This design comes from an exercise in tuning for small area, a short achievable clock period and few clock cycles per item on the open sky130 flow, not from production work.
Function was checked by simulation only, so behaviour that the tests miss may differ from the original.
No activity file was given, so power comes from the tool's default toggle rates.

==> inputs of 11-09 <==
## pid_heading_turn_controller_top
module pid_heading_turn_controller_top
(
  input  logic        clk,
  input  logic        rst,
  input  logic        cmd_valid,
  output logic        cmd_ready,
  input  logic        cmd_op,
  input  logic [15:0] cmd_target_angle,
  input  logic [15:0] cmd_timeout_ms,
  input  logic [15:0] cmd_measured_angle,
  output logic        res_valid,
  input  logic        res_ready,
  output logic [7:0]  res_power_pct,
  output logic [1:0]  res_status,
  input  logic        psel,
  input  logic        penable,
  input  logic        pwrite,
  input  logic [4:0]  paddr,
  input  logic [31:0] pwdata,
  output logic [31:0] prdata,
  output logic        pready
);
Settings: LEC_CHECK=0, CAP_MARGIN=20, CORE_MARGIN=2, CORE_UTILIZATION=55, CTS_BUF_LIST=sky130_fd_sc_hd__clkbuf_8, SLEW_MARGIN=20, SYNTH_HIERARCHICAL=1, SYNTH_MINIMUM_KEEP_SIZE=0; clock period 16.0 ns.
standard.sh (not shown) runs the stock make flow with config.mk's settings and CLKGATE_MAP_FILE= SYNTH_SCRIPT=/design/flow/synth_recipe.tcl, a recipe that flattens the netlist after the stock synthesis.
==> flow/flow/run.sh <==
#!/bin/bash
# The standard layout (the standard.sh), with three changes:
#  - after synthesis, every combinational cell gets the smallest drive
#    strength of its family (flow/downsize.tcl);
#  - the port buffers are buf_2 cells instead of the default choice;
#  - the timing repair after CTS and after global routing is asked to leave a
#    setup margin of MARGIN ns, so that it also works on paths that already
#    meet the 16 ns clock.
# The SDC, the clock period and every other setting are the standard flow's.
set -euo pipefail
MARGIN=11.7
bash standard.sh synth > synth.log 2>&1
ODB=orfs/results/sky130hd/pid_heading_turn_controller_top/base/1_synth.odb openroad -exit flow/downsize.tcl > downsize.log 2>&1
bash standard.sh SETUP_SLACK_MARGIN=$MARGIN "BUFFER_PORTS_ARGS=-buffer_cell sky130_fd_sc_hd__buf_2" finish > standard.log 2>&1
==> flow/flow/downsize.tcl <==
# Give every combinational cell of the synthesized netlist the smallest drive
# strength of its family; the timing repair later in the flow sizes up the
# cells on critical paths. Flip-flops, tie cells and buffers are left alone.
# usage: ODB=<odb> openroad -exit downsize.tcl
read_db $::env(ODB)
set db [ord::get_db]
set n_swapped 0
set area_before 0.0
set area_after 0.0
foreach inst [[ord::get_db_block] getInsts] {
  set m [$inst getMaster]
  set name [$m getName]
  set a [expr {[$m getWidth] * [$m getHeight] / 1e6}]
  set area_before [expr {$area_before + $a}]
  set best $m
  if {[regexp {^(sky130_fd_sc_hd__([a-z0-9]+))_([0-9]+)$} $name -> base fam size]
      && ![regexp {^(df|edf|sdf|dl|conb|buf|clk|inv|tap|fill|decap|dly|probe|lpflow|macro)} $fam]} {
    foreach cand {0 1 2 4} {
      set cm [$db findMaster ${base}_$cand]
      if {$cm eq "NULL" || $cm eq ""} { continue }
      if {[$cm getWidth] * [$cm getHeight] < [$best getWidth] * [$best getHeight]} {
        set best $cm
      }
    }
  }
  if {$best ne $m} {
    $inst swapMaster $best
    incr n_swapped
  }
  set area_after [expr {$area_after + [$best getWidth] * [$best getHeight] / 1e6}]
}
puts [format "downsize: %d cells swapped, area %.1f -> %.1f um2" $n_swapped $area_before $area_after]
write_db $::env(ODB)
==> inputs of 08-23, as changes to 11-09 <==
--- a/flow/design.v
+++ b/flow/design.v
@@ -126,13 +126,12 @@
       time_limit <= cmd_timeout_ms;
     end
   end
   logic [15:0]        elapsed_ms;
   logic signed [16:0] prior_error;
   logic signed [31:0] error_sum;
-  logic signed [31:0] error_sum_t;    
   logic               h_start;
   logic signed [16:0] err1;
   logic signed [17:0] der1;
   logic [32:0]        sum_s;
   logic [32:0]        sum_c;
   logic [32:0]        sum_wide;
@@ -195,21 +194,20 @@
     s2_err      <= err1;
     s2_der      <= der1;
     s2_err_sx   <= (goal_angle < h_meas);
     s2_der_sx   <= (err1 < prior_error);
   end
   always_ff @(posedge clk) begin
-    error_sum_t  <= h_start ? 32'sd0 : sum_sat;
-    error_sum_sx <= !h_start && sum_wide[32];
+    if (h_v) error_sum_sx <= !h_start && sum_wide[32];
   end
   logic [36:0]        mac_floor;
   phtc_mac u_mac (
     .clk       (clk),
     .e         (s2_err),
     .d         (s2_der),
-    .s         (error_sum_t),
+    .s         (error_sum),
     .e_sx      (s2_err_sx),
     .d_sx      (s2_der_sx),
     .s_sx      (error_sum_sx),
     .kp        (cfg.kp_gain),
     .ki        (cfg.ki_gain),
     .kd        (cfg.kd_gain),
==> flow/flow/run.sh (replaced) <==
#!/bin/bash
# The standard layout (the standard.sh), with three changes:
#  - after synthesis, every combinational cell gets the smallest drive
#    strength of its family (flow/downsize.tcl);
#  - the port buffers are buf_2 cells instead of the default choice;
#  - the timing repair after CTS and after global routing is asked to leave a
#    setup margin of MARGIN ns, so that it also works on paths that already
#    meet the 16 ns clock, and may resize a cell to one of another footprint
#    (MATCH_CELL_FOOTPRINT=0).
# The SDC, the clock period and every other setting are the standard flow's.
set -euo pipefail
MARGIN=11.7
bash standard.sh synth > synth.log 2>&1
ODB=orfs/results/sky130hd/pid_heading_turn_controller_top/base/1_synth.odb openroad -exit flow/downsize.tcl > downsize.log 2>&1
bash standard.sh SETUP_SLACK_MARGIN=$MARGIN MATCH_CELL_FOOTPRINT=0 "BUFFER_PORTS_ARGS=-buffer_cell sky130_fd_sc_hd__buf_2" finish > standard.log 2>&1
--- a/flow/config.mk
+++ b/flow/config.mk
@@ -5,10 +5,9 @@
 export SDC_FILE = /design/flow/constraint.sdc
 export NUM_CORES = 4
 export LEC_CHECK = 0
 export CAP_MARGIN = 20
 export CORE_MARGIN = 2
 export CORE_UTILIZATION = 55
-export CTS_BUF_LIST = sky130_fd_sc_hd__clkbuf_8
 export SLEW_MARGIN = 20
 export SYNTH_HIERARCHICAL = 1
 export SYNTH_MINIMUM_KEEP_SIZE = 0
==> inputs of 01-24, as changes to 11-09 <==
--- a/flow/design.v
+++ b/flow/design.v
@@ -104,56 +104,55 @@
   output logic signed [7:0]  res_power_pct,
   output logic [1:0]         res_status
 );
   localparam int QD = 5;           
   logic               h_v;
   logic               h_op;
+  logic signed [15:0] h_tgt;
+  logic [15:0]        h_tmo;
   logic signed [15:0] h_meas;
   logic               accept;
   assign accept = cmd_valid && cmd_ready;
   always_ff @(posedge clk) begin
     if (rst) h_v <= 1'b0;
     else     h_v <= accept;
   end
   always_ff @(posedge clk) begin
     h_op   <= cmd_op;
+    h_tgt  <= cmd_target_angle;
+    h_tmo  <= cmd_timeout_ms;
     h_meas <= cmd_measured_angle;
   end
   logic signed [15:0] goal_angle;
   logic [15:0]        time_limit;
-  always_ff @(posedge clk) begin
-    if (accept && cmd_op == OP_START) begin
-      goal_angle <= cmd_target_angle;
-      time_limit <= cmd_timeout_ms;
-    end
-  end
   logic [15:0]        elapsed_ms;
   logic signed [16:0] prior_error;
   logic signed [31:0] error_sum;
-  logic signed [31:0] error_sum_t;    
   logic               h_start;
+  logic signed [15:0] ref_angle;
   logic signed [16:0] err1;
   logic signed [17:0] der1;
   logic [32:0]        sum_s;
   logic [32:0]        sum_c;
   logic [32:0]        sum_wide;
   logic signed [31:0] sum_sat;
   logic [16:0]        elapsed_sum;
   logic               time_out1;
   logic [16:0]        prior_abs;
   logic               err_ok1;
   assign h_start     = (h_op == OP_START);
-  assign err1        = 17'(goal_angle) - 17'(h_meas);
+  assign ref_angle   = h_start ? h_tgt : goal_angle;
+  assign err1        = 17'(ref_angle) - 17'(h_meas);
   assign der1        = 18'(err1) - 18'(prior_error);
   assign elapsed_sum = {1'b0, elapsed_ms} + {7'd0, cfg.period_ms};
   assign time_out1   = (time_limit != 16'd0) && (elapsed_ms > time_limit);
   assign prior_abs   = prior_error[16] ? 17'(-prior_error) : 17'(prior_error);
   assign err_ok1     = (prior_abs <= {2'b00, cfg.error_tolerance});
   logic [32:0] op_a, op_b, op_c;
   assign op_a = 33'(error_sum);
-  assign op_b = 33'(goal_angle);
+  assign op_b = 33'(ref_angle);
   assign op_c = ~(33'(h_meas));
   for (genvar i = 0; i < 33; i++) begin : g_csa
     phtc_fa u_fa (.a(op_a[i]), .b(op_b[i]), .c(op_c[i]), .s(sum_s[i]), .co(sum_c[i]));
   end
   assign sum_wide = sum_s + {sum_c[31:0], 1'b1};
   always_comb begin
@@ -163,12 +162,14 @@
       sum_sat = sum_wide[31:0];
     end
   end
   always_ff @(posedge clk) begin
     if (h_v) begin
       if (h_start) begin
+        goal_angle  <= h_tgt;
+        time_limit  <= h_tmo;
         elapsed_ms  <= 16'd0;
         error_sum   <= 32'sd0;
       end else begin
         elapsed_ms  <= elapsed_sum[16] ? 16'hffff : elapsed_sum[15:0];
         error_sum   <= sum_sat;
       end
@@ -191,25 +192,24 @@
   always_ff @(posedge clk) begin
     s2_start    <= h_start;
     s2_err_ok   <= err_ok1;
     s2_time_out <= time_out1;
     s2_err      <= err1;
     s2_der      <= der1;
-    s2_err_sx   <= (goal_angle < h_meas);
+    s2_err_sx   <= (ref_angle < h_meas);
     s2_der_sx   <= (err1 < prior_error);
   end
   always_ff @(posedge clk) begin
-    error_sum_t  <= h_start ? 32'sd0 : sum_sat;
-    error_sum_sx <= !h_start && sum_wide[32];
+    if (h_v) error_sum_sx <= !h_start && sum_wide[32];
   end
   logic [36:0]        mac_floor;
   phtc_mac u_mac (
     .clk       (clk),
     .e         (s2_err),
     .d         (s2_der),
-    .s         (error_sum_t),
+    .s         (error_sum),
     .e_sx      (s2_err_sx),
     .d_sx      (s2_der_sx),
     .s_sx      (error_sum_sx),
     .kp        (cfg.kp_gain),
     .ki        (cfg.ki_gain),
     .kd        (cfg.kd_gain),
==> flow/flow/run.sh (replaced) <==
#!/bin/bash
# The standard layout (the standard.sh), with three changes:
#  - after synthesis, every combinational cell gets the smallest drive
#    strength of its family (flow/downsize.tcl);
#  - the port buffers are buf_2 cells instead of the default choice;
#  - the timing repair after CTS and after global routing is asked to leave a
#    setup margin of MARGIN ns, so that it also works on paths that already
#    meet the 16 ns clock, and may resize a cell to one of another footprint
#    (MATCH_CELL_FOOTPRINT=0).
# The SDC, the clock period and every other setting are the standard flow's.
set -euo pipefail
MARGIN=11.7
bash standard.sh synth > synth.log 2>&1
ODB=orfs/results/sky130hd/pid_heading_turn_controller_top/base/1_synth.odb openroad -exit flow/downsize.tcl > downsize.log 2>&1
bash standard.sh SETUP_SLACK_MARGIN=$MARGIN MATCH_CELL_FOOTPRINT=0 "BUFFER_PORTS_ARGS=-buffer_cell sky130_fd_sc_hd__buf_2" finish > standard.log 2>&1
--- a/flow/config.mk
+++ b/flow/config.mk
@@ -5,10 +5,9 @@
 export SDC_FILE = /design/flow/constraint.sdc
 export NUM_CORES = 4
 export LEC_CHECK = 0
 export CAP_MARGIN = 20
 export CORE_MARGIN = 2
 export CORE_UTILIZATION = 55
-export CTS_BUF_LIST = sky130_fd_sc_hd__clkbuf_8
 export SLEW_MARGIN = 20
 export SYNTH_HIERARCHICAL = 1
 export SYNTH_MINIMUM_KEEP_SIZE = 0
==> notes <==
First-iteration DRC count: 11-09 > 01-24 > 08-23. Cell area: 01-24 > 11-09 > 08-23. The lowest clock-buffer cell count belongs to 08-23, the highest to 11-09. Against 08-23, the combinational power of 01-24 is larger by about 22%. Non-clock buffer count: 08-23 < 11-09 < 01-24. Setup slack, lowest first: 01-24, 11-09, 08-23.
Testbench counts of 11-09, summed over its fixed seeds: cycles 12,240, items 12,000.
Testbench counts of 08-23, summed over its fixed seeds: cycles 12,240, items 12,000.
Testbench counts of 01-24, summed over its fixed seeds: cycles 12,240, items 12,000.

port drivers added, routing unchanged:
In the flow no input, the clock included, has a driving cell. The finished layouts below were timed again as built, in two steps.
Step 1 (the two cells are an assumption about what drives the block):
set clk [get_ports {clk}]
set_driving_cell -lib_cell sky130_fd_sc_hd__clkbuf_16 $clk
set_driving_cell -lib_cell sky130_fd_sc_hd__buf_2 [delete_from_list [all_inputs] $clk]
Step 2 adds t to the input delays and takes it off the output delays; t is the mean of the earliest and latest rising clock arrival at the registers after step 1. Input paths then give back, and output paths get back, about the clock's delay inside the block.
Three values: ideal, step 1, step 2; two values: the first two.
run	t (ns)	slack for setup (ns)	cell pins on the clock port's net
11-09	0.813	11.524 / 11.457 / 10.987	1
08-23	0.721	11.542 / 11.473 / 11.021	1
01-24	0.758	11.489 / 11.418 / 11.039	1
After both steps setup and hold are still met in every run listed. The setup slack of 11-09, which loses most, moves by -0.067 ns with the drivers and by -0.537 ns with both steps.
